Context: an optimization exercise on an open-source flow, tuned for a short achievable clock period and few clock cycles. The choices shown serve that exercise and are no tape-out recipe. RTL that was checked went through simulation tests only; none was proved equivalent to the original. Power figures rest on the tool's default switching activity, not on a simulated workload.

## axi_qspi_controller
module axi_qspi_controller
(
  input  logic       s_axi_aclk,
  input  logic       s_axi_aresetn,
  input  logic       s_axi_awvalid_i,
  input  axi_lite_pkg::addr_t      s_axi_awaddr_i,
  output logic       s_axi_awready_o,
  input  logic       s_axi_wvalid_i,
  input  axi_lite_pkg::data_t      s_axi_wdata_i,
  input  axi_lite_pkg::strb_t      s_axi_wstrb_i,
  output logic       s_axi_wready_o,
  output logic       s_axi_bvalid_o,
  output axi_lite_pkg::resp_t      s_axi_bresp_o,
  input  logic       s_axi_bready_i,
  input  logic       s_axi_arvalid_i,
  input  axi_lite_pkg::addr_t      s_axi_araddr_i,
  output logic       s_axi_arready_o,
  output logic       s_axi_rvalid_o,
  output axi_lite_pkg::data_t      s_axi_rdata_o,
  output axi_lite_pkg::resp_t      s_axi_rresp_o,
  input  logic       s_axi_rready_i,
  output logic       spi_clk_o,
  output logic [1:0] spi_csn_o,
  output logic       spi_sdo_o,
  input  logic       spi_sdi_i
);
Size in the first run: about 570 flip-flops, ~150 I/O pins, about 25,000 µm² of cells after synthesis.
export LEC_CHECK = 0
export CAP_MARGIN = 20
export CORE_MARGIN = 2
export CORE_UTILIZATION = 40
export CTS_CLUSTER_DIAMETER = 60
export CTS_CLUSTER_SIZE = 24
export SETUP_SLACK_MARGIN = 3.0
export SLEW_MARGIN = 20
create_clock -name core_clock -period 5.0 [get_ports {s_axi_aclk}]
standard.sh (not shown) runs the stock make flow with config.mk's settings and CLKGATE_MAP_FILE= SYNTH_SCRIPT=/design/flow/synth_recipe.tcl, a recipe that flattens the netlist after the stock synthesis.
==> flow/flow/run.sh <==
#!/bin/bash
# The standard layout, with plain buffers (not delay cells) on the ports.
set -euo pipefail
export BUFFER_PORTS_ARGS="-buffer_cell sky130_fd_sc_hd__buf_2"
bash standard.sh > standard_flow.log 2>&1
Testbench counts at the start, summed over its fixed seeds: cycles 141,600.
==> next run, changes <==
--- a/flow/design.v
+++ b/flow/design.v
@@ -99,20 +99,18 @@
   logic        dec;            
   logic        cs_q;           
   logic        hs_q;           
   logic        pend_new;       
   logic        rv_go;          
   logic        rv_int;         
   logic [31:0] rd_h;           
   logic        rv_go2;         
   logic        rd_out_nx;
-  logic [1:0]  cs_sel;         
-  assign spi_csn_o = ~cs_sel;
   logic        wr_busy;        
   logic        wr_seen;
   logic        wr_go;
   logic        wr_app;         
   logic [11:0] wq_sel;
   logic [11:0] we_q;           
   logic        wq_ok;
   logic [31:0] wq_d;
   logic [3:0]  wq_s;
@@ -264,19 +262,19 @@
       st_cs    <= 1'b0;
       seg      <= SEG_HDR;
       bl       <= '0;
       last     <= 1'b0;
       ph       <= 1'b0;
       wcnt     <= '0;
       allow    <= 1'b0;
       rx       <= '0;
       want     <= 1'b0;
-      cs_sel    <= 2'b00;
+      spi_csn_o <= 2'b11;
       rd_out   <= 1'b0;
       win_q    <= 1'b0;
       ok_q     <= 1'b0;
       dec      <= 1'b0;
       hs_q     <= 1'b0;
       pend_new <= 1'b0;
       rv_go    <= 1'b0;
       rv_go2   <= 1'b0;
       s_axi_rvalid_o  <= 1'b0;
@@ -359,39 +357,39 @@
       end
       if (!fr_open) begin
         ph        <= 1'b0;
         wcnt      <= clkdiv;
         allow     <= (clkdiv == 8'd0);
         if (cmd_pend) begin
           cmd_pend  <= 1'b0;
           fr_open   <= 1'b1;
           fr_xip    <= 1'b0;
-          cs_sel    <= cs_def ? 2'b10 : 2'b01;
+          spi_csn_o <= cs_def ? 2'b01 : 2'b10;
           seg       <= SEG_HDR;
           bl        <= aen ? 6'd32 : 6'd8;
           last      <= 1'b0;
           rx        <= '0;
         end else if (pend_new) begin
           pend_new  <= 1'b0;
           fr_open   <= 1'b1;
           fr_xip    <= 1'b1;
           st_cs     <= cs_q;
-          cs_sel    <= cs_q ? 2'b10 : 2'b01;
+          spi_csn_o <= cs_q ? 2'b01 : 2'b10;
           seg       <= SEG_HDR;
           bl        <= 6'd32;
           last      <= 1'b0;
           want      <= 1'b1;
         end
       end else begin
         if (close_now) begin
           fr_open   <= 1'b0;
           fr_xip    <= 1'b0;
-          cs_sel    <= 2'b00;
+          spi_csn_o <= 2'b11;
           want      <= 1'b0;
         end
         if (lead_clk || trail) begin
           ph        <= ~ph;
         end
         if (step || trail) begin
           wcnt  <= clkdiv;
           allow <= (clkdiv == 8'd0);
         end else begin
The changed run ran to the end with no violations.
Sequential cell count stays the same.
Area after synthesis is about the same.
Combinational power shrinks by about a fifth.
Non-clock buffer count shrinks by 6.
Final area is about the same.
Total power came out lower by a few percent.
Cell count decreases slightly.
Die area barely changes.
Hold slack gets worse by 0.042 ns.
Setup slack is worse by 0.13 ns.
No functional check of the RTL was part of the second run of this note.

* * *

## main
Another version of the RTL of axi_qspi_controller (not shown whole).
Size in the first run: roughly 2000 cells after synthesis, ~520 flip-flops.
==> flow/config.mk <==
export PLATFORM = sky130hd
export DESIGN_NAME = axi_qspi_controller
export DESIGN_NICKNAME = axi_qspi_controller
export VERILOG_FILES = /design/flow/design.v
export SDC_FILE = /design/flow/constraint.sdc
export NUM_CORES = 4
export LEC_CHECK = 0
export CAP_MARGIN = 20
export CORE_MARGIN = 2
export CORE_UTILIZATION = 40
export SETUP_SLACK_MARGIN = 2.9
export SLEW_MARGIN = 20
==> flow/constraint.sdc <==
create_clock -name core_clock -period 5.0 [get_ports {s_axi_aclk}]
set_input_delay 1.0000 -clock core_clock [delete_from_list [all_inputs] [get_ports {s_axi_aclk}]]
set_output_delay 1.0000 -clock core_clock [all_outputs]
set_load 0.01 [all_outputs]
run.sh (not shown) runs the stock make flow with config.mk's settings and CLKGATE_MAP_FILE= SYNTH_SCRIPT=/design/flow/synth_recipe.tcl, a recipe that flattens the netlist after the stock synthesis.
Stock flow here: none of the scripts above is used.
Relative to main, the following input files were edited for the feature branch:
--- a/flow/design.v
+++ b/flow/design.v
@@ -86,22 +86,24 @@
   logic [31:0] tx;
   logic [31:0] rx;
   logic [23:0] sh_a;           
   logic        want;           
   logic        rd_out;         
   logic [23:0] ar_q;
-  logic [7:0]  g0_q;           
-  logic [7:0]  g1_q;           
-  logic [5:0]  ge_q;           
+  logic [15:0] g0_q;           
+  logic [15:0] g1_q;           
+  logic [11:0] ge_q;           
+  logic [11:0] off_hi;         
   logic        win_q;          
   logic        ok_q;           
   logic        dec;            
   logic        cs_q;           
   logic        hs_q;           
   logic        pend_new;       
   logic        rv_go;          
+  logic        rv_int;         
   logic [31:0] rd_h;           
   logic        ar_n;           
   logic [1:0]  cs_sel;         
   assign s_axi_arready_o = ~ar_n;
   assign spi_csn_o       = ~cs_sel;
   logic        wr_busy;        
@@ -124,21 +126,21 @@
     mw = {mb(o[31:24], d[31:24], s[3]), mb(o[23:16], d[23:16], s[2]),
           mb(o[15:8], d[15:8], s[1]), mb(o[7:0], d[7:0], s[0])};
   endfunction
   function automatic logic mapped(input logic [31:0] a);
     mapped = (a[31:12] == 20'h0) && (a[1:0] == 2'b00) && (a[11:2] <= 10'd11);
   endfunction
-  function automatic logic [7:0] grp_eq(input logic [31:0] a, input logic [31:0] m,
-                                        input logic [31:0] v);
+  function automatic logic [15:0] grp_eq(input logic [31:0] a, input logic [31:0] m,
+                                         input logic [31:0] v);
     logic [31:0] x;
     x = (a & m) ^ v;
-    for (int i = 0; i < 8; i++) begin
-      grp_eq[i] = (x[4*i +: 4] == 4'h0);
+    for (int i = 0; i < 16; i++) begin
+      grp_eq[i] = (x[2*i +: 2] == 2'h0);
     end
   endfunction
-  logic [7:0]  ge_w;
+  logic [15:0] ge_w;
   assign ge_w = grp_eq({8'h0, s_axi_araddr_i[23:0]}, 32'h00FF_FFFF, {8'h0, sh_a});
   logic        d_cs;
   logic        d_on;
   logic        d_hit;
   logic        d_miss;
   logic [31:0] d_val;
@@ -184,16 +186,17 @@
   assign wr_go = s_axi_awvalid_i & s_axi_wvalid_i & ~wr_busy & ~fr_open & ~cmd_pend & ~pend_new;
   always_ff @(posedge s_axi_aclk) begin
     if (!rd_out) begin
       ar_q <= s_axi_araddr_i[23:0];
       g0_q <= grp_eq(s_axi_araddr_i, cs_m0, cs_a0);
       g1_q <= grp_eq(s_axi_araddr_i, cs_m1, cs_a1);
-      ge_q <= ge_w[5:0];
+      ge_q <= ge_w[11:0];
     end
     if (dec) begin
-      cs_q <= d_cs;
+      cs_q   <= d_cs;
+      off_hi <= ar_q[23:12] - 12'h001;
       for (int i = 0; i < 12; i++) begin
         rsel_q[i] <= ok_q && (ar_q[5:2] == 4'(i));
       end
     end
     if (!wr_busy) begin
       for (int i = 0; i < 12; i++) begin
@@ -204,13 +207,13 @@
       wq_s  <= s_axi_wstrb_i;
     end
     if (!fr_open) begin
       if (cmd_pend) begin
         tx <= {cmd, addr};
       end else begin
-        tx   <= {8'h03, ar_q[23:12] - 12'h001, ar_q[11:0]};
+        tx   <= {8'h03, off_hi, ar_q[11:0]};
         sh_a <= ar_q;
       end
     end else begin
       if (step) begin
         spi_sdo_o <= tx[31];
         tx        <= {tx[30:0], 1'b0};
@@ -269,12 +272,13 @@
       dec      <= 1'b0;
       hs_q     <= 1'b0;
       pend_new <= 1'b0;
       rv_go    <= 1'b0;
       ar_n     <= 1'b0;
       s_axi_rvalid_o  <= 1'b0;
+      rv_int   <= 1'b0;
       s_axi_rresp_o   <= axi_lite_pkg::RESP_OKAY;
       wr_busy  <= 1'b0;
       wr_seen  <= 1'b0;
       wr_app   <= 1'b0;
       s_axi_awready_o <= 1'b0;
       s_axi_wready_o  <= 1'b0;
@@ -328,29 +332,34 @@
       if (!rd_out) begin
         win_q <= (s_axi_araddr_i[31:12] != 20'h0);
         ok_q  <= mapped(s_axi_araddr_i);
       end
       if (s_axi_arvalid_i && !rd_out) begin
         rd_out <= 1'b1;
-      end else if (s_axi_rvalid_o && s_axi_rready_i) begin
+      end else if (rv_int && s_axi_rready_i) begin
         rd_out <= 1'b0;
       end
       if (s_axi_arvalid_i && !ar_n) begin
         ar_n <= 1'b1;
-      end else if (s_axi_rvalid_o && s_axi_rready_i) begin
+      end else if (rv_int && s_axi_rready_i) begin
         ar_n <= 1'b0;
       end
       if (s_axi_rvalid_o && s_axi_rready_i) begin
         s_axi_rvalid_o <= 1'b0;
       end
-      if (rv_go) begin
+      if (rv_int && s_axi_rready_i) begin
+        rv_int <= 1'b0;
+      end
+      if (rv_go || deliver) begin
         s_axi_rvalid_o <= 1'b1;
+        rv_int         <= 1'b1;
+      end
+      if (rv_go) begin
         s_axi_rresp_o  <= ok_q ? axi_lite_pkg::RESP_OKAY : axi_lite_pkg::RESP_SLVERR;
       end
       if (deliver) begin
-        s_axi_rvalid_o <= 1'b1;
         s_axi_rresp_o  <= axi_lite_pkg::RESP_OKAY;
       end
       if (d_miss) begin
         pend_new <= 1'b1;
       end
       if (!fr_open) begin
[summary]
As far as count of final max-slew check failures goes, main and the feature branch are indistinguishable; the numbers are identical.
The feature branch ended up with g0_q[2]$_DFFE_PN_ as its source of the critical timing path; main ended up with cs_sel[0]$_DFFE_PN0P_.
Of the two values seen for highest-delay cell along the critical path, sky130_fd_sc_hd__dfrtp_1 was produced by main and sky130_fd_sc_hd__or4_4 by the feature branch.
Vias: the feature branch above main
Fraction of power consumed by the clock network: the feature branch vs main up 0.2 points
The feature branch finished all stages; the layout is clean.
Between main and the feature branch, the buffering overhead does not differ in any meaningful way.
Cell count (the feature branch vs. main) increases by a few percent
Looking at worst setup path category, the flop to primary output result is from main; the flop to flop one comes from the feature branch.
Diff main -> the feature branch | cell area after technology mapping | increase of 4.7%
Looking at the feature branch and main, the clock-cell share of area is a wash.
The feature branch: part of the total power dissipated in combinational logic is 0.5 points higher than what main reported.
primary input to asynchronous set/reset pin as the path class of the lowest-slack min-delay path was reported by main, and flop to flop by the feature branch.
No run of this note included a check of the RTL's function; only the layout flow was run.

==> what the ideal ports hide <==
How much do the figures lean on ideal ports? The routed layouts below were timed once more, with nothing changed but the port constraints. Step 1 (the two cells are an assumption about what drives the block):
set clk [get_ports {s_axi_aclk}]
set_driving_cell -lib_cell sky130_fd_sc_hd__clkbuf_16 $clk
set_driving_cell -lib_cell sky130_fd_sc_hd__buf_2 [delete_from_list [all_inputs] $clk]
Step 2 moves the port delays by t, midway between the first and last clock arrival at a register: inputs arrive t later, outputs are due t later. That takes back most of the time a late clock gives input paths. Slacks: no drivers / after step 1 / after step 2; pairs: no drivers / after step 1.
run	t (ns)	setup slack, ns	hold WS [ns]	latest minus earliest clock arrival (ns)	cell pins on the clock port's net
the first run of note 1	0.647	2.882 / 2.820 / 2.494	0.447 / 0.447 / 0.447	0.025 / 0.025	1
the second run of note 1	0.663	2.755 / 2.693 / 2.413	0.404 / 0.404 / 0.404	0.039 / 0.039	1
main	0.673	2.761 / 2.703 / 2.222	0.404 / 0.396 / 0.469	0.025 / 0.025	1
the feature branch	0.687	2.751 / 2.737 / 2.291	0.403 / 0.403 / 0.403	0.029 / 0.030	1
After both steps every run listed still meets setup and hold. The setup slack of main, which loses most, moves by -0.058 ns with the drivers and by -0.539 ns with both steps.
